This is an optimization exercise on Yosys and OpenROAD, whose aim is small area, a short achievable clock period and few clock cycles per item, not a production implementation. Where RTL was checked, it was by simulation tests only, not by an equivalence proof against the original. The RTL of run 1 was laid out without a check of its function. No activity file was given, so power comes from the tool's default toggle rates.

==> flow/design.v (outline; a module is shown in full before it is edited, if it fits) <==
// module snm_benc: 31 lines
// module snm_mul: 1055 lines
// module smoothed_noise_modulator: 509 lines
module smoothed_noise_modulator (
    input  logic        i_clk,
    input  logic        i_rst_n,
    input  logic        i_s_tvalid,
    output logic        o_s_tready,
    input  logic [95:0] i_s_tdata,
    input  logic [1:0]  i_s_tuser,
    output logic        o_m_tvalid,
    input  logic        i_m_tready,
    output logic [31:0] o_m_tdata,
    input  logic        i_cfg_valid,
    output logic        o_cfg_ready,
    input  logic [1:0]  i_cfg_index,
    input  logic [15:0] i_cfg_data
);
  // ...
==> flow/run.sh <==
#!/bin/bash
# synth_recipe.tcl (not shown) runs the flow's synth.tcl, then flattens the netlist and writes it again
# the make line also repeats each setting of config.mk as NAME=value (left out here)
make -C /OpenROAD-flow-scripts/flow DESIGN_CONFIG=/design/flow/config.mk WORK_HOME=/design/flow/orfs CLKGATE_MAP_FILE= SYNTH_SCRIPT=/design/flow/synth_recipe.tcl finish
==> flow/config.mk <==
export PLATFORM = sky130hd
export DESIGN_NAME = smoothed_noise_modulator
export DESIGN_NICKNAME = smoothed_noise_modulator
export VERILOG_FILES = /design/flow/design.v
export SDC_FILE = /design/flow/constraint.sdc
export NUM_CORES = 4
export LEC_CHECK = 0
export ABC_AREA = 1
export CAP_MARGIN = 20
export CORE_MARGIN = 2
export CORE_UTILIZATION = 40
export SETUP_SLACK_MARGIN = 5
export SLEW_MARGIN = 20
==> flow/constraint.sdc <==
create_clock -name core_clock -period 9.0 [get_ports {i_clk}]
set_input_delay 1.8000 -clock core_clock [delete_from_list [all_inputs] [get_ports {i_clk}]]
set_output_delay 1.8000 -clock core_clock [all_outputs]
set_load 0.01 [all_outputs]
==> flow_metrics.env, run 1 <==
export IMPL_fill_cells=29500
export IMPL_setup_viol=0
export IMPL_clkTransAtPathRegs_ps=60
export IMPL_cts_buffer_depth=4
export IMPL_ios=156
export IMPL_die_y_um=575
export IMPL_synth_largest_area_cell="edfxtp_1"
export IMPL_maxCapViolations=0
export IMPL_num_clock_buffers=380
export IMPL_clock_cell_area_share_pct=6.38
export IMPL_required_ps=7200
export IMPL_nFlopsAndLatches=2683
export IMPL_rr_startpoint="r1_fwd$_DFFE_PN_"
export IMPL_hold_depth=0
export IMPL_synth_area_top_cells="edfxtp_1, nand2_1, fa_1"
export IMPL_cp_start_kind="flop"
export IMPL_seqCellArea_sq_um=79000
export IMPL_htreeDepth=5
export IMPL_layoutNonFillerInstCount=16200
export IMPL_clk_latency_ps=940
export IMPL_regMostFlops="r_gain"
export IMPL_reg2regPathDepth=13
export IMPL_pg_clk_uw=11800
export IMPL_post_place_ws_ps=4500
export IMPL_ant_nets=0
export IMPL_tightest_slew_ps=1200
export IMPL_switching_power_uw=14700
export IMPL_place_gp_congestion=0.953
export IMPL_status="no timing/DRC/antenna violations"
export IMPL_syn_area_per_cell_sq_um=11.2
export IMPL_grt_pass1_wl_um=583000
==> module smoothed_noise_modulator, before the edit <==
module smoothed_noise_modulator (
    input  logic        i_clk,
    input  logic        i_rst_n,
    input  logic        i_s_tvalid,
    output logic        o_s_tready,
    input  logic [95:0] i_s_tdata,
    input  logic [1:0]  i_s_tuser,
    output logic        o_m_tvalid,
    input  logic        i_m_tready,
    output logic [31:0] o_m_tdata,
    input  logic        i_cfg_valid,
    output logic        o_cfg_ready,
    input  logic [1:0]  i_cfg_index,
    input  logic [15:0] i_cfg_data
);
    localparam int NCH = 6;
    logic [15:0] r_mgain;
    logic [3:0]  r_morder;
    logic        r_auto;
    assign o_cfg_ready = 1'b1;
    always_ff @(posedge i_clk) begin
        if (!i_rst_n) begin
            r_mgain  <= 16'd2000;
            r_morder <= 4'd10;
            r_auto   <= 1'b1;
        end else if (i_cfg_valid) begin
            case (i_cfg_index)
                2'd0: r_mgain  <= i_cfg_data;
                2'd1: r_morder <= i_cfg_data[3:0];
                2'd2: r_auto   <= i_cfg_data[0];
                default: ;
            endcase
        end
    end
    logic [NCH*32-1:0] r_a0, r_a1, r_a2, r_a3, r_m0, r_m1;    
    logic [NCH-1:0]    r_okp_l, r_okq_l, r_okp_m, r_okq_m;    
    logic [NCH*4-1:0]  r_ord_a, r_ord_b;                      
    logic [NCH-1:0]    r_ord_ok;
    logic [NCH*48-1:0] r_gain;                                
    logic [NCH-1:0]    r_gain_ok;
    logic adv;           
    logic hz;            
    logic mv0;           
    logic s_acc;
    logic [2:0] in_ch;
    logic in_range, in_upd, in_par, in_mot;
    logic [NCH-1:0] in_sl, in_sm, in_sp;
    assign in_ch    = i_s_tdata[2:0];
    assign in_range = (in_ch < 3'd6);
    assign in_mot   = (i_s_tuser == 2'd1);
    assign in_upd   = in_range && r_auto && (i_s_tuser == 2'd0 || i_s_tuser == 2'd1);
    assign in_par   = in_range && (i_s_tuser == 2'd2);
    assign mv0        = adv && !hz;
    assign o_s_tready = mv0;
    assign s_acc      = i_s_tvalid && mv0;
    always_comb begin
        for (int c = 0; c < NCH; c++) begin
            in_sl[c] = s_acc && in_upd && !in_mot && in_ch == c;
            in_sm[c] = s_acc && in_upd &&  in_mot && in_ch == c;
            in_sp[c] = s_acc && in_par && in_ch == c;
        end
    end
    always_ff @(posedge i_clk) begin
        if (!i_rst_n) begin
            r_ord_ok <= '0;
        end else begin
            r_ord_ok <= r_ord_ok | in_sp;
        end
    end
    always_ff @(posedge i_clk) begin
        for (int c = 0; c < NCH; c++)
            if (in_sp[c]) begin
                r_ord_a[c*4 +: 4] <= i_s_tdata[72:69];
                r_ord_b[c*4 +: 4] <= i_s_tdata[92:89];
            end
    end
    logic           r0_vld, r0_par, r0_mot;
    logic [2:0]     r0_ch;
    logic [NCH-1:0] r0_sl, r0_sm;    
    logic [31:0]    r0_xa;
    logic [16:0]    r0_xb;
    always_ff @(posedge i_clk) begin
        if (!i_rst_n) begin
            r0_vld <= 1'b0;
            r0_par <= 1'b0;
            r0_sl  <= '0;
            r0_sm  <= '0;
        end else if (mv0) begin
            r0_vld <= s_acc && in_upd;
            r0_par <= s_acc && in_par;
            r0_sl  <= in_sl;
            r0_sm  <= in_sm;
        end
    end
    always_ff @(posedge i_clk) begin
        if (mv0) begin
            r0_mot <= in_mot;
            r0_ch  <= in_ch;
            if (i_s_tuser == 2'd2) begin
                r0_xa <= i_s_tdata[68:37];
                r0_xb <= {1'b0, i_s_tdata[88:73]};
            end else begin
                r0_xa <= {{15{i_s_tdata[19]}}, i_s_tdata[19:3]};
                r0_xb <= i_s_tdata[36:20];
            end
        end
    end
    logic [31:0] rd_pa, rd_pb;
    logic [3:0]  rd_k1a, rd_k1b;
    always_comb begin
        rd_pa  = '0;
        rd_pb  = '0;
        rd_k1a = (|r0_sm) ? r_morder : 4'd0;
        rd_k1b = '0;
        for (int c = 0; c < NCH; c++) begin
            if (r0_sl[c] && r_okp_l[c]) begin
                rd_pa = rd_pa | r_a0[c*32 +: 32];
                rd_pb = rd_pb | r_a2[c*32 +: 32];
            end
            if (r0_sm[c] && r_okp_m[c]) rd_pa = rd_pa | r_m0[c*32 +: 32];
            if (r0_sl[c] && r_ord_ok[c]) begin
                rd_k1a = rd_k1a | r_ord_a[c*4 +: 4];
                rd_k1b = rd_k1b | r_ord_b[c*4 +: 4];
            end
        end
    end
    logic           r1_vld, r1_par, r1_mot, r1_fwd;
    logic [2:0]     r1_ch;
    logic [NCH-1:0] r1_sl, r1_sm;
    logic [31:0]    r1_xa, r1_pa, r1_pb;
    logic [16:0]    r1_xb;
    logic [3:0]     r1_k1a, r1_k1b;
    logic [4:0]     r1_k2a, r1_k2b;
    logic [NCH-1:0] r2_sl, r2_sm;
    assign hz = |{r0_sl & r1_sl, r0_sm & r1_sm};
    always_ff @(posedge i_clk) begin
        if (!i_rst_n) begin
            r1_vld <= 1'b0;
            r1_par <= 1'b0;
            r1_sl  <= '0;
            r1_sm  <= '0;
        end else if (adv) begin
            r1_vld <= r0_vld && !hz;
            r1_par <= r0_par && !hz;
            r1_sl  <= hz ? '0 : r0_sl;
            r1_sm  <= hz ? '0 : r0_sm;
        end
    end
    always_ff @(posedge i_clk) begin
        if (adv) begin
            r1_mot <= r0_mot;
            r1_ch  <= r0_ch;
            r1_xa  <= r0_xa;
            r1_xb  <= r0_xb;
            r1_fwd <= |{r0_sl & r2_sl, r0_sm & r2_sm};
            r1_pa  <= rd_pa;
            r1_pb  <= rd_pb;
            r1_k1a <= rd_k1a;
            r1_k1b <= rd_k1b;
            r1_k2a <= {1'b0, rd_k1a} + {4'd0, |r0_sm};
            r1_k2b <= {1'b0, rd_k1b} + {4'd0, |r0_sl};
        end
    end
    logic [31:0] r3_pa, r3_pb;
    logic [31:0] pa, pb, ha, hb, xb, s1a, c1a, s1b, c1b;
    always_comb begin
        pa  = r1_fwd ? r3_pa : r1_pa;
        pb  = r1_fwd ? r3_pb : r1_pb;
        ha  = ~(32'($signed(pa) >>> r1_k1a));
        hb  = ~(32'($signed(pb) >>> r1_k1b));
        xb  = {{15{r1_xb[16]}}, r1_xb};
        s1a = pa ^ ha ^ r1_xa;
        c1a = {(pa[30:0] & ha[30:0]) | (pa[30:0] & r1_xa[30:0]) | (ha[30:0] & r1_xa[30:0]), 1'b1};
        s1b = pb ^ hb ^ xb;
        c1b = {(pb[30:0] & hb[30:0]) | (pb[30:0] & xb[30:0]) | (hb[30:0] & xb[30:0]), 1'b1};
    end
    logic           r2_vld, r2_par, r2_mot;
    logic [2:0]     r2_ch;
    logic [31:0]    r2_sa, r2_ca, r2_sb, r2_cb;
    logic [3:0]     r2_k1a, r2_k1b;
    logic [4:0]     r2_k2a, r2_k2b;
    always_ff @(posedge i_clk) begin
        if (!i_rst_n) begin
            r2_vld <= 1'b0;
            r2_par <= 1'b0;
            r2_sl  <= '0;
            r2_sm  <= '0;
        end else if (adv) begin
            r2_vld <= r1_vld;
            r2_par <= r1_par;
            r2_sl  <= r1_sl;
            r2_sm  <= r1_sm;
        end
    end
    always_ff @(posedge i_clk) begin
        if (adv) begin
            r2_mot <= r1_mot;
            r2_ch  <= r1_ch;
            r2_sa  <= s1a;
            r2_ca  <= c1a;
            r2_sb  <= s1b;
            r2_cb  <= c1b;
            r2_k1a <= r1_k1a;
            r2_k1b <= r1_k1b;
            r2_k2a <= r1_k2a;
            r2_k2b <= r1_k2b;
        end
    end
    logic [31:0] pa_n, pb_n, rd_qa, rd_qb;
    logic [NCH-1:0] r4_sl, r4_sm;
    assign pa_n = r2_sa + r2_ca;
    assign pb_n = r2_sb + r2_cb;
    always_ff @(posedge i_clk) begin
        if (!i_rst_n) begin
            r_okp_l <= '0;
            r_okp_m <= '0;
        end else if (adv) begin
            r_okp_l <= r_okp_l | r2_sl;
            r_okp_m <= r_okp_m | r2_sm;
        end
    end
    always_ff @(posedge i_clk) begin
        for (int c = 0; c < NCH; c++) begin
            if (adv && r2_sl[c]) begin
                r_a0[c*32 +: 32] <= pa_n;
                r_a2[c*32 +: 32] <= pb_n;
            end
            if (adv && r2_sm[c]) r_m0[c*32 +: 32] <= pa_n;
        end
    end
    always_comb begin
        rd_qa = '0;
        rd_qb = '0;
        for (int c = 0; c < NCH; c++) begin
            if (r2_sl[c] && r_okq_l[c]) begin
                rd_qa = rd_qa | r_a1[c*32 +: 32];
                rd_qb = rd_qb | r_a3[c*32 +: 32];
            end
            if (r2_sm[c] && r_okq_m[c]) rd_qa = rd_qa | r_m1[c*32 +: 32];
        end
    end
    logic           r3_vld, r3_par, r3_mot, r3_fwd;
    logic [2:0]     r3_ch;
    logic [NCH-1:0] r3_sl, r3_sm;
    logic [31:0]    r3_qa, r3_qb;
    logic [3:0]     r3_k1a, r3_k1b;
    logic [4:0]     r3_k2a, r3_k2b;
    always_ff @(posedge i_clk) begin
        if (!i_rst_n) begin
            r3_vld <= 1'b0;
            r3_par <= 1'b0;
            r3_sl  <= '0;
            r3_sm  <= '0;
        end else if (adv) begin
            r3_vld <= r2_vld;
            r3_par <= r2_par;
            r3_sl  <= r2_sl;
            r3_sm  <= r2_sm;
        end
    end
    always_ff @(posedge i_clk) begin
        if (adv) begin
            r3_mot <= r2_mot;
            r3_ch  <= r2_ch;
            r3_pa  <= pa_n;
            r3_pb  <= pb_n;
            r3_k1a <= r2_k1a;
            r3_k1b <= r2_k1b;
            r3_k2a <= r2_k2a;
            r3_k2b <= r2_k2b;
            r3_fwd <= |{r2_sl & r4_sl, r2_sm & r4_sm};
            r3_qa  <= rd_qa;
            r3_qb  <= rd_qb;
        end
    end
    logic [31:0] r5_qa, r5_qb;
    logic [31:0] qa, qb, gqa, gqb, y1a, y1b, s3a, c3a, s3b, c3b;
    always_comb begin
        y1a = 32'($signed(r3_pa) >>> r3_k1a);
        y1b = 32'($signed(r3_pb) >>> r3_k1b);
        qa  = r3_fwd ? r5_qa : r3_qa;
        qb  = r3_fwd ? r5_qb : r3_qb;
        gqa = ~(32'($signed(qa) >>> r3_k2a));
        gqb = ~(32'($signed(qb) >>> r3_k2b));
        s3a = qa ^ gqa ^ y1a;
        c3a = {(qa[30:0] & gqa[30:0]) | (qa[30:0] & y1a[30:0]) | (gqa[30:0] & y1a[30:0]), 1'b1};
        s3b = qb ^ gqb ^ y1b;
        c3b = {(qb[30:0] & gqb[30:0]) | (qb[30:0] & y1b[30:0]) | (gqb[30:0] & y1b[30:0]), 1'b1};
    end
    logic           r4_vld, r4_par, r4_mot;
    logic [2:0]     r4_ch;
    logic [31:0]    r4_sa, r4_ca, r4_sb, r4_cb;
    logic [4:0]     r4_k2a, r4_k2b;
    always_ff @(posedge i_clk) begin
        if (!i_rst_n) begin
            r4_vld <= 1'b0;
            r4_par <= 1'b0;
            r4_sl  <= '0;
            r4_sm  <= '0;
        end else if (adv) begin
            r4_vld <= r3_vld;
            r4_par <= r3_par;
            r4_sl  <= r3_sl;
            r4_sm  <= r3_sm;
        end
    end
    always_ff @(posedge i_clk) begin
        if (adv) begin
            r4_mot <= r3_mot;
            r4_ch  <= r3_ch;
            r4_sa  <= s3a;
            r4_ca  <= c3a;
            r4_sb  <= s3b;
            r4_cb  <= c3b;
            r4_k2a <= r3_k2a;
            r4_k2b <= r3_k2b;
        end
    end
    logic [31:0] qa_n, qb_n;
    assign qa_n = r4_sa + r4_ca;
    assign qb_n = r4_sb + r4_cb;
    always_ff @(posedge i_clk) begin
        if (!i_rst_n) begin
            r_okq_l <= '0;
            r_okq_m <= '0;
        end else if (adv) begin
            r_okq_l <= r_okq_l | r4_sl;
            r_okq_m <= r_okq_m | r4_sm;
        end
    end
    always_ff @(posedge i_clk) begin
        for (int c = 0; c < NCH; c++) begin
            if (adv && r4_sl[c]) begin
                r_a1[c*32 +: 32] <= qa_n;
                r_a3[c*32 +: 32] <= qb_n;
            end
            if (adv && r4_sm[c]) r_m1[c*32 +: 32] <= qa_n;
        end
    end
    logic           r5_vld, r5_par, r5_mot;
    logic [2:0]     r5_ch;
    logic [4:0]     r5_k2a, r5_k2b;
    always_ff @(posedge i_clk) begin
        if (!i_rst_n) begin
            r5_vld <= 1'b0;
            r5_par <= 1'b0;
        end else if (adv) begin
            r5_vld <= r4_vld;
            r5_par <= r4_par;
        end
    end
    always_ff @(posedge i_clk) begin
        if (adv) begin
            r5_mot <= r4_mot;
            r5_ch  <= r4_ch;
            r5_qa  <= qa_n;
            r5_qb  <= qb_n;
            r5_k2a <= r4_k2a;
            r5_k2b <= r4_k2b;
        end
    end
    logic [47:0] g_rd;
    logic [31:0] ya, yb;
    always_comb begin
        g_rd = '0;
        for (int c = 0; c < NCH; c++)
            if (r5_ch == c && r_gain_ok[c]) g_rd = g_rd | r_gain[c*48 +: 48];
        ya = 32'($signed(r5_qa) >>> r5_k2a);
        yb = 32'($signed(r5_qb) >>> r5_k2b);
    end
    always_ff @(posedge i_clk) begin
        if (!i_rst_n) begin
            r_gain_ok <= '0;
        end else begin
            for (int c = 0; c < NCH; c++)
                if (adv && r5_par && r5_ch == c) r_gain_ok[c] <= 1'b1;
        end
    end
    always_ff @(posedge i_clk) begin
        for (int c = 0; c < NCH; c++)
            if (adv && r5_par && r5_ch == c) r_gain[c*48 +: 48] <= {r5_qb[15:0], r5_qa};
    end
    logic [15:0] ga, gb;
    logic [7:0]  ea_one, ea_two, ea_neg, eb_one, eb_two, eb_neg;
    assign ga = r5_mot ? r_mgain : g_rd[31:16];
    assign gb = r5_mot ? 16'd0   : g_rd[47:32];
    snm_benc u_enc_a (.g(ga), .one(ea_one), .two(ea_two), .neg(ea_neg));
    snm_benc u_enc_b (.g(gb), .one(eb_one), .two(eb_two), .neg(eb_neg));
    logic        r6_vld, r6_mot;
    logic [2:0]  r6_ch;
    logic [28:0] r6_ya, r6_yb;
    logic [7:0]  r6_a_one, r6_a_two, r6_a_neg, r6_b_one, r6_b_two, r6_b_neg;
    logic [15:0] r6_off;
    always_ff @(posedge i_clk) begin
        if (!i_rst_n) begin
            r6_vld <= 1'b0;
        end else if (adv) begin
            r6_vld <= r5_vld;
        end
    end
    always_ff @(posedge i_clk) begin
        if (adv) begin
            r6_mot   <= r5_mot;
            r6_ch    <= r5_ch;
            r6_ya    <= ya[28:0];
            r6_yb    <= yb[28:0];
            r6_a_one <= ea_one;
            r6_a_two <= ea_two;
            r6_a_neg <= ea_neg;
            r6_b_one <= eb_one;
            r6_b_two <= eb_two;
            r6_b_neg <= eb_neg;
            r6_off   <= r5_mot ? 16'd512 : g_rd[15:0];
        end
    end
    logic [28:0] pra, prb, pqa, pqb;
    snm_mul u_mul_a (.y(r6_ya), .one(r6_a_one), .two(r6_a_two), .neg(r6_a_neg), .ra(pra), .rb(prb));
    snm_mul u_mul_b (.y(r6_yb), .one(r6_b_one), .two(r6_b_two), .neg(r6_b_neg), .ra(pqa), .rb(pqb));
    logic        r7_vld, r7_mot;
    logic [2:0]  r7_ch;
    logic [28:0] r7_pra, r7_prb, r7_pqa, r7_pqb;
    logic [15:0] r7_off;
    always_ff @(posedge i_clk) begin
        if (!i_rst_n) begin
            r7_vld <= 1'b0;
        end else if (adv) begin
            r7_vld <= r6_vld;
        end
    end
    always_ff @(posedge i_clk) begin
        if (adv) begin
            r7_mot <= r6_mot;
            r7_ch  <= r6_ch;
            r7_pra <= pra;
            r7_prb <= prb;
            r7_pqa <= pqa;
            r7_pqb <= pqb;
            r7_off <= r6_off;
        end
    end
    logic [13:0] lo_a, lo_b;
    logic [15:0] m1s, m1c, m2s, m2c, m3s, m3c;
    always_comb begin
        lo_a = {1'b0, r7_pra[12:0]} + {1'b0, r7_prb[12:0]};
        lo_b = {1'b0, r7_pqa[12:0]} + {1'b0, r7_pqb[12:0]};
        m1s  = r7_pra[28:13] ^ r7_prb[28:13] ^ r7_pqa[28:13];
        m1c  = {(r7_pra[27:13] & r7_prb[27:13]) | (r7_pra[27:13] & r7_pqa[27:13])
                | (r7_prb[27:13] & r7_pqa[27:13]), lo_a[13]};
        m2s  = r7_pqb[28:13] ^ r7_off ^ m1s;
        m2c  = {(r7_pqb[27:13] & r7_off[14:0]) | (r7_pqb[27:13] & m1s[14:0])
                | (r7_off[14:0] & m1s[14:0]), lo_b[13]};
        m3s  = m1c ^ m2s ^ m2c;
        m3c  = {(m1c[14:0] & m2s[14:0]) | (m1c[14:0] & m2c[14:0]) | (m2s[14:0] & m2c[14:0]), 1'b0};
    end
    logic        r8_vld, r8_mot;
    logic [2:0]  r8_ch;
    logic [15:0] r8_s, r8_c;
    always_ff @(posedge i_clk) begin
        if (!i_rst_n) begin
            r8_vld <= 1'b0;
        end else if (adv) begin
            r8_vld <= r7_vld;
        end
    end
    always_ff @(posedge i_clk) begin
        if (adv) begin
            r8_mot <= r7_mot;
            r8_ch  <= r7_ch;
            r8_s   <= m3s;
            r8_c   <= m3c;
        end
    end
    logic [15:0] level;
    logic [13:0] v;
    logic [7:0]  value;
    logic [5:0]  slot;
    logic [29:0] res;
    always_comb begin
        level = r8_s + r8_c;
        v     = level[15:2];
        if (!v[13] && v[12:8] != 5'd0)      value = 8'd255;
        else if (v[13])                     value = r8_mot ? 8'd1 : 8'd0;
        else if (r8_mot && v[7:0] == 8'd0)  value = 8'd1;
        else                                value = v[7:0];
        slot = (r8_mot ? 6'd24 : 6'd30) + {3'd0, r8_ch};
        res  = {level, value, slot};
    end
    logic        r_out_vld, r_skid_vld, out_free;
    logic [29:0] r_out, r_skid;
    assign out_free = !r_out_vld || i_m_tready;
    assign adv      = !r_skid_vld;
    always_ff @(posedge i_clk) begin
        if (!i_rst_n) begin
            r_out_vld  <= 1'b0;
            r_skid_vld <= 1'b0;
        end else if (out_free) begin
            r_out_vld  <= r_skid_vld || r8_vld;
            r_skid_vld <= 1'b0;
        end else if (adv && r8_vld) begin
            r_skid_vld <= 1'b1;
        end
    end
    always_ff @(posedge i_clk) begin
        if (adv) r_skid <= res;
        if (out_free) r_out <= r_skid_vld ? r_skid : res;
    end
    assign o_m_tvalid = r_out_vld;
    assign o_m_tdata  = {2'b00, r_out};
endmodule
==> run 2, diff against run 1 <==
--- a/flow/design.v
+++ b/flow/design.v
@@ -30,17 +30,18 @@
     assign neg[7] = g[15];
 endmodule
 module snm_mul (
     input  logic [28:0] y,
     input  logic [7:0]  one,
     input  logic [7:0]  two,
     input  logic [7:0]  neg,
     output logic [28:0] ra,
-    output logic [28:0] rb
+    output logic [28:0] rb,
+    output logic [28:0] rc
 );
     logic b_one0;
     logic b_two0;
     logic b_neg0;
     logic pp1;
     logic pp2;
     logic pp3;
     logic pp4;
@@ -472,70 +473,16 @@
     logic s409;
     logic c410;
     logic s411;
     logic c412;
     logic s413;
     logic c414;
     logic s415;
     logic c416;
-    logic s417;
-    logic c418;
-    logic s419;
-    logic c420;
-    logic s421;
-    logic c422;
-    logic s423;
-    logic c424;
-    logic s425;
-    logic c426;
-    logic s427;
-    logic c428;
-    logic s429;
-    logic c430;
-    logic s431;
-    logic c432;
-    logic s433;
-    logic c434;
-    logic s435;
-    logic c436;
-    logic s437;
-    logic c438;
-    logic s439;
-    logic c440;
-    logic s441;
-    logic c442;
-    logic s443;
-    logic c444;
-    logic s445;
-    logic c446;
-    logic s447;
-    logic c448;
-    logic s449;
-    logic c450;
-    logic s451;
-    logic c452;
-    logic s453;
-    logic c454;
-    logic s455;
-    logic c456;
-    logic s457;
-    logic c458;
-    logic s459;
-    logic c460;
-    logic s461;
-    logic c462;
-    logic s463;
-    logic c464;
-    logic s465;
-    logic c466;
-    logic s467;
-    logic c468;
-    logic s469;
-    logic c470;
     assign b_one0 = one[0];
     assign b_two0 = two[0];
     assign b_neg0 = neg[0];
     assign pp1 = ((b_one0 & y[0]) | (b_two0 & 1'b0)) ^ b_neg0;
     assign pp2 = ((b_one0 & y[1]) | (b_two0 & y[0])) ^ b_neg0;
     assign pp3 = ((b_one0 & y[2]) | (b_two0 & y[1])) ^ b_neg0;
     assign pp4 = ((b_one0 & y[3]) | (b_two0 & y[2])) ^ b_neg0;
     assign pp5 = ((b_one0 & y[4]) | (b_two0 & y[3])) ^ b_neg0;
@@ -966,128 +913,103 @@
     assign s409 = s351 ^ s353 ^ c348;
     assign c410 = (s351 & s353) | (s351 & c348) | (s353 & c348);
     assign s411 = s355 ^ s357 ^ c352;
     assign c412 = (s355 & s357) | (s355 & c352) | (s357 & c352);
     assign s413 = s359 ^ s361 ^ c356;
     assign c414 = (s359 & s361) | (s359 & c356) | (s361 & c356);
     assign s415 = s363 ^ s365 ^ c360;
     assign c416 = (s363 & s365) | (s363 & c360) | (s365 & c360);
-    assign s417 = pp3 ^ pp30;
-    assign c418 = pp3 & pp30;
-    assign s419 = pp4 ^ pp31;
-    assign c420 = pp4 & pp31;
-    assign s421 = pp57 ^ b_neg2 ^ s367;
-    assign c422 = (pp57 & b_neg2) | (pp57 & s367) | (b_neg2 & s367);
-    assign s423 = pp58 ^ s369 ^ c368;
-    assign c424 = (pp58 & s369) | (pp58 & c368) | (s369 & c368);
-    assign s425 = s279 ^ s371 ^ c370;
-    assign c426 = (s279 & s371) | (s279 & c370) | (s371 & c370);
-    assign s427 = c280 ^ s373 ^ c372;
-    assign c428 = (c280 & s373) | (c280 & c372) | (s373 & c372);
-    assign s429 = c282 ^ s375 ^ c374;
-    assign c430 = (c282 & s375) | (c282 & c374) | (s375 & c374);
-    assign s431 = c286 ^ s377 ^ c376;
-    assign c432 = (c286 & s377) | (c286 & c376) | (s377 & c376);
-    assign s433 = c290 ^ s379 ^ c378;
-    assign c434 = (c290 & s379) | (c290 & c378) | (s379 & c378);
-    assign s435 = c294 ^ s381 ^ c380;
-    assign c436 = (c294 & s381) | (c294 & c380) | (s381 & c380);
-    assign s437 = c298 ^ s383 ^ c382;
-    assign c438 = (c298 & s383) | (c298 & c382) | (s383 & c382);
-    assign s439 = c302 ^ s385 ^ c384;
-    assign c440 = (c302 & s385) | (c302 & c384) | (s385 & c384);
-    assign s441 = c306 ^ s387 ^ c386;
-    assign c442 = (c306 & s387) | (c306 & c386) | (s387 & c386);
-    assign s443 = c310 ^ s389 ^ c388;
-    assign c444 = (c310 & s389) | (c310 & c388) | (s389 & c388);
-    assign s445 = c314 ^ s391 ^ c390;
-    assign c446 = (c314 & s391) | (c314 & c390) | (s391 & c390);
-    assign s447 = c318 ^ s393 ^ c392;
-    assign c448 = (c318 & s393) | (c318 & c392) | (s393 & c392);
-    assign s449 = c322 ^ s395 ^ c394;
-    assign c450 = (c322 & s395) | (c322 & c394) | (s395 & c394);
-    assign s451 = c326 ^ s397 ^ c396;
-    assign c452 = (c326 & s397) | (c326 & c396) | (s397 & c396);
-    assign s453 = c330 ^ s399 ^ c398;
-    assign c454 = (c330 & s399) | (c330 & c398) | (s399 & c398);
-    assign s455 = c334 ^ s401 ^ c400;
-    assign c456 = (c334 & s401) | (c334 & c400) | (s401 & c400);
-    assign s457 = c338 ^ s403 ^ c402;
-    assign c458 = (c338 & s403) | (c338 & c402) | (s403 & c402);
-    assign s459 = c342 ^ s405 ^ c404;
-    assign c460 = (c342 & s405) | (c342 & c404) | (s405 & c404);
-    assign s461 = c346 ^ s407 ^ c406;
-    assign c462 = (c346 & s407) | (c346 & c406) | (s407 & c406);
-    assign s463 = c350 ^ s409 ^ c408;
-    assign c464 = (c350 & s409) | (c350 & c408) | (s409 & c408);
-    assign s465 = c354 ^ s411 ^ c410;
-    assign c466 = (c354 & s411) | (c354 & c410) | (s411 & c410);
-    assign s467 = c358 ^ s413 ^ c412;
-    assign c468 = (c358 & s413) | (c358 & c412) | (s413 & c412);
-    assign s469 = c362 ^ s415 ^ c414;
-    assign c470 = (c362 & s415) | (c362 & c414) | (s415 & c414);
     assign ra[0] = pp1;
     assign rb[0] = b_neg0;
+    assign rc[0] = 1'b0;
     assign ra[1] = pp2;
     assign rb[1] = 1'b0;
-    assign ra[2] = b_neg1;
-    assign rb[2] = s417;
-    assign ra[3] = s419;
-    assign rb[3] = c418;
-    assign ra[4] = s421;
-    assign rb[4] = c420;
-    assign ra[5] = s423;
-    assign rb[5] = c422;
-    assign ra[6] = s425;
-    assign rb[6] = c424;
-    assign ra[7] = s427;
-    assign rb[7] = c426;
-    assign ra[8] = s429;
-    assign rb[8] = c428;
-    assign ra[9] = s431;
-    assign rb[9] = c430;
-    assign ra[10] = s433;
-    assign rb[10] = c432;
-    assign ra[11] = s435;
-    assign rb[11] = c434;
-    assign ra[12] = s437;
-    assign rb[12] = c436;
-    assign ra[13] = s439;
-    assign rb[13] = c438;
-    assign ra[14] = s441;
-    assign rb[14] = c440;
-    assign ra[15] = s443;
-    assign rb[15] = c442;
-    assign ra[16] = s445;
-    assign rb[16] = c444;
-    assign ra[17] = s447;
-    assign rb[17] = c446;
-    assign ra[18] = s449;
-    assign rb[18] = c448;
-    assign ra[19] = s451;
-    assign rb[19] = c450;
-    assign ra[20] = s453;
-    assign rb[20] = c452;
-    assign ra[21] = s455;
-    assign rb[21] = c454;
-    assign ra[22] = s457;
-    assign rb[22] = c456;
-    assign ra[23] = s459;
-    assign rb[23] = c458;
-    assign ra[24] = s461;
-    assign rb[24] = c460;
-    assign ra[25] = s463;
-    assign rb[25] = c462;
-    assign ra[26] = s465;
-    assign rb[26] = c464;
-    assign ra[27] = s467;
-    assign rb[27] = c466;
-    assign ra[28] = s469;
-    assign rb[28] = c468;
+    assign rc[1] = 1'b0;
+    assign ra[2] = pp3;
+    assign rb[2] = pp30;
+    assign rc[2] = b_neg1;
+    assign ra[3] = pp4;
+    assign rb[3] = pp31;
+    assign rc[3] = 1'b0;
+    assign ra[4] = pp57;
+    assign rb[4] = b_neg2;
+    assign rc[4] = s367;
+    assign ra[5] = pp58;
+    assign rb[5] = s369;
+    assign rc[5] = c368;
+    assign ra[6] = s279;
+    assign rb[6] = s371;
+    assign rc[6] = c370;
+    assign ra[7] = c280;
+    assign rb[7] = s373;
+    assign rc[7] = c372;
+    assign ra[8] = c282;
+    assign rb[8] = s375;
+    assign rc[8] = c374;
+    assign ra[9] = c286;
+    assign rb[9] = s377;
+    assign rc[9] = c376;
+    assign ra[10] = c290;
+    assign rb[10] = s379;
+    assign rc[10] = c378;
+    assign ra[11] = c294;
+    assign rb[11] = s381;
+    assign rc[11] = c380;
+    assign ra[12] = c298;
+    assign rb[12] = s383;
+    assign rc[12] = c382;
+    assign ra[13] = c302;
+    assign rb[13] = s385;
+    assign rc[13] = c384;
+    assign ra[14] = c306;
+    assign rb[14] = s387;
+    assign rc[14] = c386;
+    assign ra[15] = c310;
+    assign rb[15] = s389;
+    assign rc[15] = c388;
+    assign ra[16] = c314;
+    assign rb[16] = s391;
+    assign rc[16] = c390;
+    assign ra[17] = c318;
+    assign rb[17] = s393;
+    assign rc[17] = c392;
+    assign ra[18] = c322;
+    assign rb[18] = s395;
+    assign rc[18] = c394;
+    assign ra[19] = c326;
+    assign rb[19] = s397;
+    assign rc[19] = c396;
+    assign ra[20] = c330;
+    assign rb[20] = s399;
+    assign rc[20] = c398;
+    assign ra[21] = c334;
+    assign rb[21] = s401;
+    assign rc[21] = c400;
+    assign ra[22] = c338;
+    assign rb[22] = s403;
+    assign rc[22] = c402;
+    assign ra[23] = c342;
+    assign rb[23] = s405;
+    assign rc[23] = c404;
+    assign ra[24] = c346;
+    assign rb[24] = s407;
+    assign rc[24] = c406;
+    assign ra[25] = c350;
+    assign rb[25] = s409;
+    assign rc[25] = c408;
+    assign ra[26] = c354;
+    assign rb[26] = s411;
+    assign rc[26] = c410;
+    assign ra[27] = c358;
+    assign rb[27] = s413;
+    assign rc[27] = c412;
+    assign ra[28] = c362;
+    assign rb[28] = s415;
+    assign rc[28] = c414;
 endmodule
 module smoothed_noise_modulator (
     input  logic        i_clk,
     input  logic        i_rst_n,
     input  logic        i_s_tvalid,
     output logic        o_s_tready,
     input  logic [95:0] i_s_tdata,
     input  logic [1:0]  i_s_tuser,
@@ -1125,51 +1047,37 @@
     logic [NCH*48-1:0] r_gain;                                
     logic [NCH-1:0]    r_gain_ok;
     logic adv;           
     logic hz;            
     logic mv0;           
     logic s_acc;
     logic [2:0] in_ch;
     logic in_range, in_upd, in_par, in_mot;
-    logic [NCH-1:0] in_sl, in_sm, in_sp;
+    logic [NCH-1:0] in_sl, in_sm;
     assign in_ch    = i_s_tdata[2:0];
     assign in_range = (in_ch < 3'd6);
     assign in_mot   = (i_s_tuser == 2'd1);
     assign in_upd   = in_range && r_auto && (i_s_tuser == 2'd0 || i_s_tuser == 2'd1);
     assign in_par   = in_range && (i_s_tuser == 2'd2);
     assign mv0        = adv && !hz;
     assign o_s_tready = mv0;
     assign s_acc      = i_s_tvalid && mv0;
     always_comb begin
         for (int c = 0; c < NCH; c++) begin
             in_sl[c] = s_acc && in_upd && !in_mot && in_ch == c;
             in_sm[c] = s_acc && in_upd &&  in_mot && in_ch == c;
-            in_sp[c] = s_acc && in_par && in_ch == c;
         end
     end
-    always_ff @(posedge i_clk) begin
-        if (!i_rst_n) begin
-            r_ord_ok <= '0;
-        end else begin
-            r_ord_ok <= r_ord_ok | in_sp;
-        end
-    end
-    always_ff @(posedge i_clk) begin
-        for (int c = 0; c < NCH; c++)
-            if (in_sp[c]) begin
-                r_ord_a[c*4 +: 4] <= i_s_tdata[72:69];
-                r_ord_b[c*4 +: 4] <= i_s_tdata[92:89];
-            end
-    end
     logic           r0_vld, r0_par, r0_mot;
     logic [2:0]     r0_ch;
     logic [NCH-1:0] r0_sl, r0_sm;    
     logic [31:0]    r0_xa;
     logic [16:0]    r0_xb;
+    logic [3:0]     r0_oa, r0_ob;
     always_ff @(posedge i_clk) begin
         if (!i_rst_n) begin
             r0_vld <= 1'b0;
             r0_par <= 1'b0;
             r0_sl  <= '0;
             r0_sm  <= '0;
         end else if (mv0) begin
             r0_vld <= s_acc && in_upd;
@@ -1177,163 +1085,130 @@
             r0_sl  <= in_sl;
             r0_sm  <= in_sm;
         end
     end
     always_ff @(posedge i_clk) begin
         if (mv0) begin
             r0_mot <= in_mot;
             r0_ch  <= in_ch;
-            if (i_s_tuser == 2'd2) begin
+            r0_oa  <= i_s_tdata[72:69];
+            r0_ob  <= i_s_tdata[92:89];
+            if (i_s_tuser[1]) begin
                 r0_xa <= i_s_tdata[68:37];
                 r0_xb <= {1'b0, i_s_tdata[88:73]};
             end else begin
                 r0_xa <= {{15{i_s_tdata[19]}}, i_s_tdata[19:3]};
                 r0_xb <= i_s_tdata[36:20];
             end
         end
     end
-    logic [31:0] rd_pa, rd_pb;
-    logic [3:0]  rd_k1a, rd_k1b;
-    always_comb begin
-        rd_pa  = '0;
-        rd_pb  = '0;
-        rd_k1a = (|r0_sm) ? r_morder : 4'd0;
-        rd_k1b = '0;
-        for (int c = 0; c < NCH; c++) begin
-            if (r0_sl[c] && r_okp_l[c]) begin
-                rd_pa = rd_pa | r_a0[c*32 +: 32];
-                rd_pb = rd_pb | r_a2[c*32 +: 32];
-            end
-            if (r0_sm[c] && r_okp_m[c]) rd_pa = rd_pa | r_m0[c*32 +: 32];
-            if (r0_sl[c] && r_ord_ok[c]) begin
-                rd_k1a = rd_k1a | r_ord_a[c*4 +: 4];
-                rd_k1b = rd_k1b | r_ord_b[c*4 +: 4];
-            end
-        end
-    end
-    logic           r1_vld, r1_par, r1_mot, r1_fwd;
-    logic [2:0]     r1_ch;
-    logic [NCH-1:0] r1_sl, r1_sm;
-    logic [31:0]    r1_xa, r1_pa, r1_pb;
-    logic [16:0]    r1_xb;
-    logic [3:0]     r1_k1a, r1_k1b;
-    logic [4:0]     r1_k2a, r1_k2b;
-    logic [NCH-1:0] r2_sl, r2_sm;
-    assign hz = |{r0_sl & r1_sl, r0_sm & r1_sm};
     always_ff @(posedge i_clk) begin
         if (!i_rst_n) begin
-            r1_vld <= 1'b0;
-            r1_par <= 1'b0;
-            r1_sl  <= '0;
-            r1_sm  <= '0;
-        end else if (adv) begin
-            r1_vld <= r0_vld && !hz;
-            r1_par <= r0_par && !hz;
-            r1_sl  <= hz ? '0 : r0_sl;
-            r1_sm  <= hz ? '0 : r0_sm;
+            r_ord_ok <= '0;
+        end else begin
+            for (int c = 0; c < NCH; c++)
+                if (r0_par && r0_ch == c) r_ord_ok[c] <= 1'b1;
         end
     end
     always_ff @(posedge i_clk) begin
-        if (adv) begin
-            r1_mot <= r0_mot;
-            r1_ch  <= r0_ch;
-            r1_xa  <= r0_xa;
-            r1_xb  <= r0_xb;
-            r1_fwd <= |{r0_sl & r2_sl, r0_sm & r2_sm};
-            r1_pa  <= rd_pa;
-            r1_pb  <= rd_pb;
-            r1_k1a <= rd_k1a;
-            r1_k1b <= rd_k1b;
-            r1_k2a <= {1'b0, rd_k1a} + {4'd0, |r0_sm};
-            r1_k2b <= {1'b0, rd_k1b} + {4'd0, |r0_sl};
-        end
+        for (int c = 0; c < NCH; c++)
+            if (r0_par && r0_ch == c) begin
+                r_ord_a[c*4 +: 4] <= r0_oa;
+                r_ord_b[c*4 +: 4] <= r0_ob;
+            end
     end
-    logic [31:0] r3_pa, r3_pb;
+    logic [NCH-1:0] r2_sl, r2_sm;
     logic [31:0] pa, pb, ha, hb, xb, s1a, c1a, s1b, c1b;
+    logic [3:0]  k1a, k1b;
+    logic [4:0]  k2a, k2b;
+    assign hz = |{r0_sl & r2_sl, r0_sm & r2_sm};
     always_comb begin
-        pa  = r1_fwd ? r3_pa : r1_pa;
-        pb  = r1_fwd ? r3_pb : r1_pb;
-        ha  = ~(32'($signed(pa) >>> r1_k1a));
-        hb  = ~(32'($signed(pb) >>> r1_k1b));
-        xb  = {{15{r1_xb[16]}}, r1_xb};
-        s1a = pa ^ ha ^ r1_xa;
-        c1a = {(pa[30:0] & ha[30:0]) | (pa[30:0] & r1_xa[30:0]) | (ha[30:0] & r1_xa[30:0]), 1'b1};
+        pa  = '0;
+        pb  = '0;
+        k1a = (|r0_sm) ? r_morder : 4'd0;
+        k1b = '0;
+        for (int c = 0; c < NCH; c++) begin
+            if (r0_sl[c] && r_okp_l[c]) begin
+                pa = pa | r_a0[c*32 +: 32];
+                pb = pb | r_a2[c*32 +: 32];
+            end
+            if (r0_sm[c] && r_okp_m[c]) pa = pa | r_m0[c*32 +: 32];
+            if (r0_sl[c] && r_ord_ok[c]) begin
+                k1a = k1a | r_ord_a[c*4 +: 4];
+                k1b = k1b | r_ord_b[c*4 +: 4];
+            end
+        end
+        k2a = {1'b0, k1a} + {4'd0, |r0_sm};
+        k2b = {1'b0, k1b} + {4'd0, |r0_sl};
+        ha  = ~(32'($signed(pa) >>> k1a));
+        hb  = ~(32'($signed(pb) >>> k1b));
+        xb  = {{15{r0_xb[16]}}, r0_xb};
+        s1a = pa ^ ha ^ r0_xa;
+        c1a = {(pa[30:0] & ha[30:0]) | (pa[30:0] & r0_xa[30:0]) | (ha[30:0] & r0_xa[30:0]), 1'b1};
         s1b = pb ^ hb ^ xb;
         c1b = {(pb[30:0] & hb[30:0]) | (pb[30:0] & xb[30:0]) | (hb[30:0] & xb[30:0]), 1'b1};
     end
     logic           r2_vld, r2_par, r2_mot;
     logic [2:0]     r2_ch;
     logic [31:0]    r2_sa, r2_ca, r2_sb, r2_cb;
     logic [3:0]     r2_k1a, r2_k1b;
     logic [4:0]     r2_k2a, r2_k2b;
     always_ff @(posedge i_clk) begin
         if (!i_rst_n) begin
             r2_vld <= 1'b0;
             r2_par <= 1'b0;
             r2_sl  <= '0;
             r2_sm  <= '0;
         end else if (adv) begin
-            r2_vld <= r1_vld;
-            r2_par <= r1_par;
-            r2_sl  <= r1_sl;
-            r2_sm  <= r1_sm;
+            r2_vld <= r0_vld && !hz;
+            r2_par <= r0_par && !hz;
+            r2_sl  <= hz ? '0 : r0_sl;
+            r2_sm  <= hz ? '0 : r0_sm;
         end
     end
     always_ff @(posedge i_clk) begin
         if (adv) begin
-            r2_mot <= r1_mot;
-            r2_ch  <= r1_ch;
+            r2_mot <= r0_mot;
+            r2_ch  <= r0_ch;
             r2_sa  <= s1a;
             r2_ca  <= c1a;
             r2_sb  <= s1b;
             r2_cb  <= c1b;
-            r2_k1a <= r1_k1a;
-            r2_k1b <= r1_k1b;
-            r2_k2a <= r1_k2a;
-            r2_k2b <= r1_k2b;
+            r2_k1a <= k1a;
+            r2_k1b <= k1b;
+            r2_k2a <= k2a;
+            r2_k2b <= k2b;
         end
     end
-    logic [31:0] pa_n, pb_n, rd_qa, rd_qb;
-    logic [NCH-1:0] r4_sl, r4_sm;
+    logic [31:0] pa_n, pb_n;
     assign pa_n = r2_sa + r2_ca;
     assign pb_n = r2_sb + r2_cb;
     always_ff @(posedge i_clk) begin
         if (!i_rst_n) begin
             r_okp_l <= '0;
             r_okp_m <= '0;
-        end else if (adv) begin
+        end else begin
             r_okp_l <= r_okp_l | r2_sl;
             r_okp_m <= r_okp_m | r2_sm;
         end
     end
     always_ff @(posedge i_clk) begin
         for (int c = 0; c < NCH; c++) begin
-            if (adv && r2_sl[c]) begin
+            if (r2_sl[c]) begin
                 r_a0[c*32 +: 32] <= pa_n;
                 r_a2[c*32 +: 32] <= pb_n;
             end
-            if (adv && r2_sm[c]) r_m0[c*32 +: 32] <= pa_n;
+            if (r2_sm[c]) r_m0[c*32 +: 32] <= pa_n;
         end
     end
-    always_comb begin
-        rd_qa = '0;
-        rd_qb = '0;
-        for (int c = 0; c < NCH; c++) begin
-            if (r2_sl[c] && r_okq_l[c]) begin
-                rd_qa = rd_qa | r_a1[c*32 +: 32];
-                rd_qb = rd_qb | r_a3[c*32 +: 32];
-            end
-            if (r2_sm[c] && r_okq_m[c]) rd_qa = rd_qa | r_m1[c*32 +: 32];
-        end
-    end
-    logic           r3_vld, r3_par, r3_mot, r3_fwd;
+    logic           r3_vld, r3_par, r3_mot;
     logic [2:0]     r3_ch;
-    logic [NCH-1:0] r3_sl, r3_sm;
-    logic [31:0]    r3_qa, r3_qb;
+    logic [NCH-1:0] r3_sl, r3_sm, r4_sl, r4_sm;
+    logic [31:0]    r3_pa, r3_pb;
     logic [3:0]     r3_k1a, r3_k1b;
     logic [4:0]     r3_k2a, r3_k2b;
     always_ff @(posedge i_clk) begin
         if (!i_rst_n) begin
             r3_vld <= 1'b0;
             r3_par <= 1'b0;
             r3_sl  <= '0;
             r3_sm  <= '0;
@@ -1349,28 +1224,31 @@
             r3_mot <= r2_mot;
             r3_ch  <= r2_ch;
             r3_pa  <= pa_n;
             r3_pb  <= pb_n;
             r3_k1a <= r2_k1a;
             r3_k1b <= r2_k1b;
             r3_k2a <= r2_k2a;
             r3_k2b <= r2_k2b;
-            r3_fwd <= |{r2_sl & r4_sl, r2_sm & r4_sm};
-            r3_qa  <= rd_qa;
-            r3_qb  <= rd_qb;
         end
     end
-    logic [31:0] r5_qa, r5_qb;
     logic [31:0] qa, qb, gqa, gqb, y1a, y1b, s3a, c3a, s3b, c3b;
     always_comb begin
         y1a = 32'($signed(r3_pa) >>> r3_k1a);
         y1b = 32'($signed(r3_pb) >>> r3_k1b);
-        qa  = r3_fwd ? r5_qa : r3_qa;
-        qb  = r3_fwd ? r5_qb : r3_qb;
+        qa  = '0;
+        qb  = '0;
+        for (int c = 0; c < NCH; c++) begin
+            if (r3_sl[c] && r_okq_l[c]) begin
+                qa = qa | r_a1[c*32 +: 32];
+                qb = qb | r_a3[c*32 +: 32];
+            end
+            if (r3_sm[c] && r_okq_m[c]) qa = qa | r_m1[c*32 +: 32];
+        end
         gqa = ~(32'($signed(qa) >>> r3_k2a));
         gqb = ~(32'($signed(qb) >>> r3_k2b));
         s3a = qa ^ gqa ^ y1a;
         c3a = {(qa[30:0] & gqa[30:0]) | (qa[30:0] & y1a[30:0]) | (gqa[30:0] & y1a[30:0]), 1'b1};
         s3b = qb ^ gqb ^ y1b;
         c3b = {(qb[30:0] & gqb[30:0]) | (qb[30:0] & y1b[30:0]) | (gqb[30:0] & y1b[30:0]), 1'b1};
     end
     logic           r4_vld, r4_par, r4_mot;
@@ -1404,31 +1282,32 @@
     end
     logic [31:0] qa_n, qb_n;
     assign qa_n = r4_sa + r4_ca;
     assign qb_n = r4_sb + r4_cb;
     always_ff @(posedge i_clk) begin
         if (!i_rst_n) begin
             r_okq_l <= '0;
             r_okq_m <= '0;
-        end else if (adv) begin
+        end else begin
             r_okq_l <= r_okq_l | r4_sl;
             r_okq_m <= r_okq_m | r4_sm;
         end
     end
     always_ff @(posedge i_clk) begin
         for (int c = 0; c < NCH; c++) begin
-            if (adv && r4_sl[c]) begin
+            if (r4_sl[c]) begin
                 r_a1[c*32 +: 32] <= qa_n;
                 r_a3[c*32 +: 32] <= qb_n;
             end
-            if (adv && r4_sm[c]) r_m1[c*32 +: 32] <= qa_n;
+            if (r4_sm[c]) r_m1[c*32 +: 32] <= qa_n;
         end
     end
     logic           r5_vld, r5_par, r5_mot;
+    logic [31:0]    r5_qa, r5_qb;
     logic [2:0]     r5_ch;
     logic [4:0]     r5_k2a, r5_k2b;
     always_ff @(posedge i_clk) begin
         if (!i_rst_n) begin
             r5_vld <= 1'b0;
             r5_par <= 1'b0;
         end else if (adv) begin
             r5_vld <= r4_vld;
@@ -1454,22 +1333,22 @@
         ya = 32'($signed(r5_qa) >>> r5_k2a);
         yb = 32'($signed(r5_qb) >>> r5_k2b);
     end
     always_ff @(posedge i_clk) begin
         if (!i_rst_n) begin
             r_gain_ok <= '0;
         end else begin
             for (int c = 0; c < NCH; c++)
-                if (adv && r5_par && r5_ch == c) r_gain_ok[c] <= 1'b1;
+                if (r5_par && r5_ch == c) r_gain_ok[c] <= 1'b1;
         end
     end
     always_ff @(posedge i_clk) begin
         for (int c = 0; c < NCH; c++)
-            if (adv && r5_par && r5_ch == c) r_gain[c*48 +: 48] <= {r5_qb[15:0], r5_qa};
+            if (r5_par && r5_ch == c) r_gain[c*48 +: 48] <= {r5_qb[15:0], r5_qa};
     end
     logic [15:0] ga, gb;
     logic [7:0]  ea_one, ea_two, ea_neg, eb_one, eb_two, eb_neg;
     assign ga = r5_mot ? r_mgain : g_rd[31:16];
     assign gb = r5_mot ? 16'd0   : g_rd[47:32];
     snm_benc u_enc_a (.g(ga), .one(ea_one), .two(ea_two), .neg(ea_neg));
     snm_benc u_enc_b (.g(gb), .one(eb_one), .two(eb_two), .neg(eb_neg));
     logic        r6_vld, r6_mot;
@@ -1494,51 +1373,62 @@
             r6_a_two <= ea_two;
             r6_a_neg <= ea_neg;
             r6_b_one <= eb_one;
             r6_b_two <= eb_two;
             r6_b_neg <= eb_neg;
             r6_off   <= r5_mot ? 16'd512 : g_rd[15:0];
         end
     end
-    logic [28:0] pra, prb, pqa, pqb;
-    snm_mul u_mul_a (.y(r6_ya), .one(r6_a_one), .two(r6_a_two), .neg(r6_a_neg), .ra(pra), .rb(prb));
-    snm_mul u_mul_b (.y(r6_yb), .one(r6_b_one), .two(r6_b_two), .neg(r6_b_neg), .ra(pqa), .rb(pqb));
+    logic [28:0] pra, prb, prc, pqa, pqb, pqc;
+    snm_mul u_mul_a (.y(r6_ya), .one(r6_a_one), .two(r6_a_two), .neg(r6_a_neg),
+                     .ra(pra), .rb(prb), .rc(prc));
+    snm_mul u_mul_b (.y(r6_yb), .one(r6_b_one), .two(r6_b_two), .neg(r6_b_neg),
+                     .ra(pqa), .rb(pqb), .rc(pqc));
     logic        r7_vld, r7_mot;
     logic [2:0]  r7_ch;
-    logic [28:0] r7_pra, r7_prb, r7_pqa, r7_pqb;
+    logic [28:0] r7_pra, r7_prb, r7_prc, r7_pqa, r7_pqb, r7_pqc;
     logic [15:0] r7_off;
     always_ff @(posedge i_clk) begin
         if (!i_rst_n) begin
             r7_vld <= 1'b0;
         end else if (adv) begin
             r7_vld <= r6_vld;
         end
     end
     always_ff @(posedge i_clk) begin
         if (adv) begin
             r7_mot <= r6_mot;
             r7_ch  <= r6_ch;
             r7_pra <= pra;
             r7_prb <= prb;
+            r7_prc <= prc;
             r7_pqa <= pqa;
             r7_pqb <= pqb;
+            r7_pqc <= pqc;
             r7_off <= r6_off;
         end
     end
+    logic [28:0] psa, pca, psb, pcb;
     logic [13:0] lo_a, lo_b;
     logic [15:0] m1s, m1c, m2s, m2c, m3s, m3c;
     always_comb begin
-        lo_a = {1'b0, r7_pra[12:0]} + {1'b0, r7_prb[12:0]};
-        lo_b = {1'b0, r7_pqa[12:0]} + {1'b0, r7_pqb[12:0]};
-        m1s  = r7_pra[28:13] ^ r7_prb[28:13] ^ r7_pqa[28:13];
-        m1c  = {(r7_pra[27:13] & r7_prb[27:13]) | (r7_pra[27:13] & r7_pqa[27:13])
-                | (r7_prb[27:13] & r7_pqa[27:13]), lo_a[13]};
-        m2s  = r7_pqb[28:13] ^ r7_off ^ m1s;
-        m2c  = {(r7_pqb[27:13] & r7_off[14:0]) | (r7_pqb[27:13] & m1s[14:0])
+        psa  = r7_pra ^ r7_prb ^ r7_prc;
+        pca  = {(r7_pra[27:0] & r7_prb[27:0]) | (r7_pra[27:0] & r7_prc[27:0])
+                | (r7_prb[27:0] & r7_prc[27:0]), 1'b0};
+        psb  = r7_pqa ^ r7_pqb ^ r7_pqc;
+        pcb  = {(r7_pqa[27:0] & r7_pqb[27:0]) | (r7_pqa[27:0] & r7_pqc[27:0])
+                | (r7_pqb[27:0] & r7_pqc[27:0]), 1'b0};
+        lo_a = {1'b0, psa[12:0]} + {1'b0, pca[12:0]};
+        lo_b = {1'b0, psb[12:0]} + {1'b0, pcb[12:0]};
+        m1s  = psa[28:13] ^ pca[28:13] ^ psb[28:13];
+        m1c  = {(psa[27:13] & pca[27:13]) | (psa[27:13] & psb[27:13])
+                | (pca[27:13] & psb[27:13]), lo_a[13]};
+        m2s  = pcb[28:13] ^ r7_off ^ m1s;
+        m2c  = {(pcb[27:13] & r7_off[14:0]) | (pcb[27:13] & m1s[14:0])
                 | (r7_off[14:0] & m1s[14:0]), lo_b[13]};
         m3s  = m1c ^ m2s ^ m2c;
         m3c  = {(m1c[14:0] & m2s[14:0]) | (m1c[14:0] & m2c[14:0]) | (m2s[14:0] & m2c[14:0]), 1'b0};
     end
     logic        r8_vld, r8_mot;
     logic [2:0]  r8_ch;
     logic [15:0] r8_s, r8_c;
     always_ff @(posedge i_clk) begin
@@ -1566,30 +1456,35 @@
         v     = level[15:2];
         if (!v[13] && v[12:8] != 5'd0)      value = 8'd255;
         else if (v[13])                     value = r8_mot ? 8'd1 : 8'd0;
         else if (r8_mot && v[7:0] == 8'd0)  value = 8'd1;
         else                                value = v[7:0];
         slot = (r8_mot ? 6'd24 : 6'd30) + {3'd0, r8_ch};
         res  = {level, value, slot};
     end
-    logic        r_out_vld, r_skid_vld, out_free;
-    logic [29:0] r_out, r_skid;
-    assign out_free = !r_out_vld || i_m_tready;
-    assign adv      = !r_skid_vld;
+    logic [1:0]  r_cnt, cnt_n;
+    logic        r_full, r_head, r_tail, take, put;
+    logic [29:0] r_q0, r_q1;
+    assign take  = r_cnt != 2'd0 && i_m_tready;
+    assign put   = adv && r8_vld;
+    assign adv   = !r_full;
+    assign cnt_n = r_cnt + {1'b0, put} - {1'b0, take};
     always_ff @(posedge i_clk) begin
         if (!i_rst_n) begin
-            r_out_vld  <= 1'b0;
-            r_skid_vld <= 1'b0;
-        end else if (out_free) begin
-            r_out_vld  <= r_skid_vld || r8_vld;
-            r_skid_vld <= 1'b0;
-        end else if (adv && r8_vld) begin
-            r_skid_vld <= 1'b1;
+            r_cnt  <= 2'd0;
+            r_full <= 1'b0;
+            r_head <= 1'b0;
+            r_tail <= 1'b0;
+        end else begin
+            r_cnt  <= cnt_n;
+            r_full <= cnt_n == 2'd2;
+            if (take) r_head <= !r_head;
+            if (put)  r_tail <= !r_tail;
         end
     end
     always_ff @(posedge i_clk) begin
-        if (adv) r_skid <= res;
-        if (out_free) r_out <= r_skid_vld ? r_skid : res;
+        if (put && !r_tail) r_q0 <= res;
+        if (put &&  r_tail) r_q1 <= res;
     end
-    assign o_m_tvalid = r_out_vld;
-    assign o_m_tdata  = {2'b00, r_out};
+    assign o_m_tvalid = r_cnt != 2'd0;
+    assign o_m_tdata  = {2'b00, r_head ? r_q1 : r_q0};
 endmodule
==> flow_metrics.env, run 2 <==
export IMPL_final_cell_mix="nand2_1, edfxtp_1, nand3_1"
export IMPL_drv_slew=0
export IMPL_worstHoldPathType="reg -> reg"
export IMPL_viasPerCell=5.28
export IMPL_synth_seq_cells=2529
export IMPL_min_from="r2_ch[0]$_DFFE_PN_"
export IMPL_crit_path_max_fanout=2
export IMPL_maxCapViolations=0
export IMPL_synth_edf_count=2406
export IMPL_status="no timing/DRC/antenna violations"
export IMPL_setup_viol=0
export IMPL_netlist_area_sq_um=127000
export IMPL_synthArstFlopShare_pct=0
export IMPL_synth_top_area_share_pct=56.9
export IMPL_htreeDepth=5
export IMPL_overflow=0
export IMPL_fin_skew_ps=40.4
export IMPL_totalWireLength_um=346000
export IMPL_ant_nets=0
export IMPL_portBuffers=149
export IMPL_cp_start_kind="flop"
export IMPL_syn_inst=12000
export IMPL_tightest_slew_ps=1170
export IMPL_tns_ps=0
export IMPL_hold_depth=0
export IMPL_yosysMostFrequentCell="nand2_1"
export IMPL_finalCritPeriodShare_pct=43.8
export IMPL_grt_max_degree=180
export IMPL_layoutNonFillerInstCount=16500
export IMPL_r2r_setup_slack_ps=5190
export IMPL_synth_area_top_cells="edfxtp_1, nand2_1, fa_1"
export IMPL_largest_register_ffs=288
export IMPL_dieArea_sq_um=322000
export IMPL_clkSinkCount=2529
export IMPL_slew_headroom_pct=22.1
export IMPL_rsz0062_at_grt="true"
export IMPL_cts_buffer_depth=4
export IMPL_ios=156
export IMPL_seq_area_frac_synth_pct=58.9
export IMPL_initial_core_util_pct=40.3
export IMPL_arrival_ps=2140
export IMPL_synthFlopType="edfxtp_1"
export IMPL_clkTransAtPathRegs_ps=60
export IMPL_hpwl_um=229000
export IMPL_reg2regPathDepth=15
export IMPL_clk_latency_ps=900
export IMPL_irDropWorstVdd_v=0.000297
export IMPL_die_y_um=567
export IMPL_worst_slack_ps=5060
export IMPL_p_total_uw=61300
export IMPL_core_area_sq_um=315000
export IMPL_finalHoldViolCount=0
export IMPL_drc=0
export IMPL_place_gp_congestion=0.924
export IMPL_dp_cells=15900
export IMPL_clkPwrFrac_pct=18.9
export IMPL_power_density_nw_per_um2=431
export IMPL_worstHoldEndpoint="r3_ch[0]$_DFFE_PN_"
export IMPL_required_ps=7200
export IMPL_drt_pass1_iter_count=8
export IMPL_fp_dieW_um=567
export IMPL_synth_warnings=1
export IMPL_p_sw_share_pct=40.5
export IMPL_wl_per_cell_um=21.1
export IMPL_r2r_end="r4_sa[12]$_DFFE_PN_"
export IMPL_root_buffer="clkbuf_16"
export IMPL_synth_largest_area_cell="edfxtp_1"
export IMPL_fill_cells=29200
export IMPL_switching_power_uw=24800
export IMPL_syn_area_per_cell_sq_um=10.6
export IMPL_p_leak_uw=0.0578
export IMPL_first_global_vias=83700
export IMPL_cp_end_kind="output pin"
export IMPL_regMostFlops="r_gain"
export IMPL_antenna_found_initial=12
export IMPL_layout_nets=12800
export IMPL_grt_pass1_wl_um=521000
export IMPL_rr_startpoint="r_okq_l[2]$_SDFF_PN0_"
export IMPL_numCtsBuffers=283
export IMPL_min_period_ps=3940
export IMPL_dr_first_iter_drc_count=8840
export IMPL_synth_cell_types=67
export IMPL_drive_gt1_share_pct=6.40
export IMPL_p_int_uw=36500
export IMPL_rows=206
export IMPL_grt_usage_pct=21.1
export IMPL_via_count=86900
export IMPL_cts_tree="done"
export IMPL_syn2layout_area_growth_pct=12.0
export IMPL_fmax_mhz=254
export IMPL_layout_commonest_cell="nand2_1"
export IMPL_combPwrFrac_pct=43.9
export IMPL_post_place_ws_ps=4510
export IMPL_yosys_top_cells_count="nand2_1, edfxtp_1, nand3_1, inv_1, nor2_1"
export IMPL_crit_type="reg -> out"
export IMPL_pwr_share_seq_pct=37.3
==> run 2: worst max-delay path: stages (launching register included) <==
cell,delay [ps]
dfxtp_4,350
buf_12,120
nand2_2,40
nand4_1,100
nor3_2,240
nand2_4,110
clkinv_8,70
buf_12,110
buf_6,100
==> run 2: timing repair <==
item,CTS,global route
cloned,3,0
endpoints found under the setup margin,183,88
pin swaps,2,0
resized for setup,67,19
buffers inserted,22,2
hold buffers,0,0
==> run 2: cell type report <==
cell class	count	area, sq um	area share (%)
clock buffers	372	7660	5.39
well taps	4160	5200	3.66
clock inverters	143	1610	1.13
inverters	1031	3940	2.77
repair buffers	314	2930	2.06
multi-input cells	7900	46000	32.4
flip-flops and latches	2529	74800	52.6
diodes	4	10.0	0.00704
repair inverters	1	7.51	0.00528
==> run 2: kinds of logic after synthesis <==
| group | after synthesis | share of synthesized area [%] |
|---|---|---|
| AND/OR/NAND/NOR | 5307 | 17.2 |
| other | 2 | 0.00592 |
| flip-flops | 2529 | 58.9 |
| AO/OA/AOI/OAI | 1415 | 6.49 |
| buffers and inverters | 1568 | 5.09 |
| XOR/XNOR | 514 | 3.55 |
| adder cells (fa/ha/maj) | 610 | 8.37 |
| multiplexers | 51 | 0.406 |
==> run 2: worst max-delay path by stage <==
stage                               start                     to  slack, ps  cells after the start
floorplan              r5_ch[1]$_DFFE_PN_  r_gain[144]$_DFFE_PP_       5110                      2
global placement      r_head$_SDFFE_PN0P_           o_m_tdata[3]       4530                      4
detailed placement    r_head$_SDFFE_PN0P_           o_m_tdata[3]       4510                      4
CTS                 r2_sm[3]$_SDFFE_PN0N_             o_s_tready       4970                      8
global route        r2_sm[3]$_SDFFE_PN0N_             o_s_tready       4950                      8
finish              r2_sm[3]$_SDFFE_PN0N_             o_s_tready       5060                      8
==> run 2: stage by stage <==
stage	utilization (%)	hold WS (ps)	area, sq um
after floorplan	-	400	127000
after global placement	42.0	401	132000
after detailed placement	42.0	405	132000
after CTS	45.0	399	142000
after global routing	45.1	398	142000
final	45.1	411	142000
==> run 2: metal layers <==
| metal | wire [um] | up-vias | share of wire, % | track usage, % |
|---|---|---|---|---|
| li1 | - | 41000 | - | - |
| met1 | 147000 | 42200 | 42 | 28.5 |
| met2 | 167000 | 3014 | 48 | 35.7 |
| met3 | 22000 | 578 | 6.4 | 2.37 |
| met4 | 10300 | 0 | 3.0 | 6.38 |
| met5 | 0 | - | 0 | 0 |
==> run 2: power groups by stage <==
stage	sequential (uW)	clock (uW)	combinational [uW]
finish	22800	11600	26900
global route	23100	12200	30300
CTS	22800	11800	26800
detailed placement	23100	0	26600
global placement	23000	0	26100
floorplan	22300	0	17700
Testbench counts of run 2, summed over its fixed seeds: cycles 25,564, items 20,122.

==> what the ideal ports hide <==
How much do the figures lean on ideal ports? The routed layouts below were timed once more, with nothing changed but the port constraints.
Step 1 (the two cells are an assumption about what drives the block):
set clk [get_ports {i_clk}]
set_driving_cell -lib_cell sky130_fd_sc_hd__clkbuf_16 $clk
set_driving_cell -lib_cell sky130_fd_sc_hd__buf_2 [delete_from_list [all_inputs] $clk]
Step 2 moves the port delays by t, midway between the first and last clock arrival at a register: inputs arrive t later, outputs are due t later. That takes back most of the time a late clock gives input paths.
Slacks: no drivers / after step 1 / after step 2; pairs: no drivers / after step 1.
| run | shift t [ns] | setup WS [ns] | pins driven straight from the clock port |
|---|---|---|---|
| run 1 | 1.002 | 4.994 / 4.893 / 4.700 | 1 |
| run 2 | 0.980 | 5.057 / 4.957 / 5.024 | 1 |
After both steps every run listed still meets setup and hold. For run 1, which loses most, drivers alone change the setup slack by -0.101 ns; drivers and shift together by -0.294 ns.
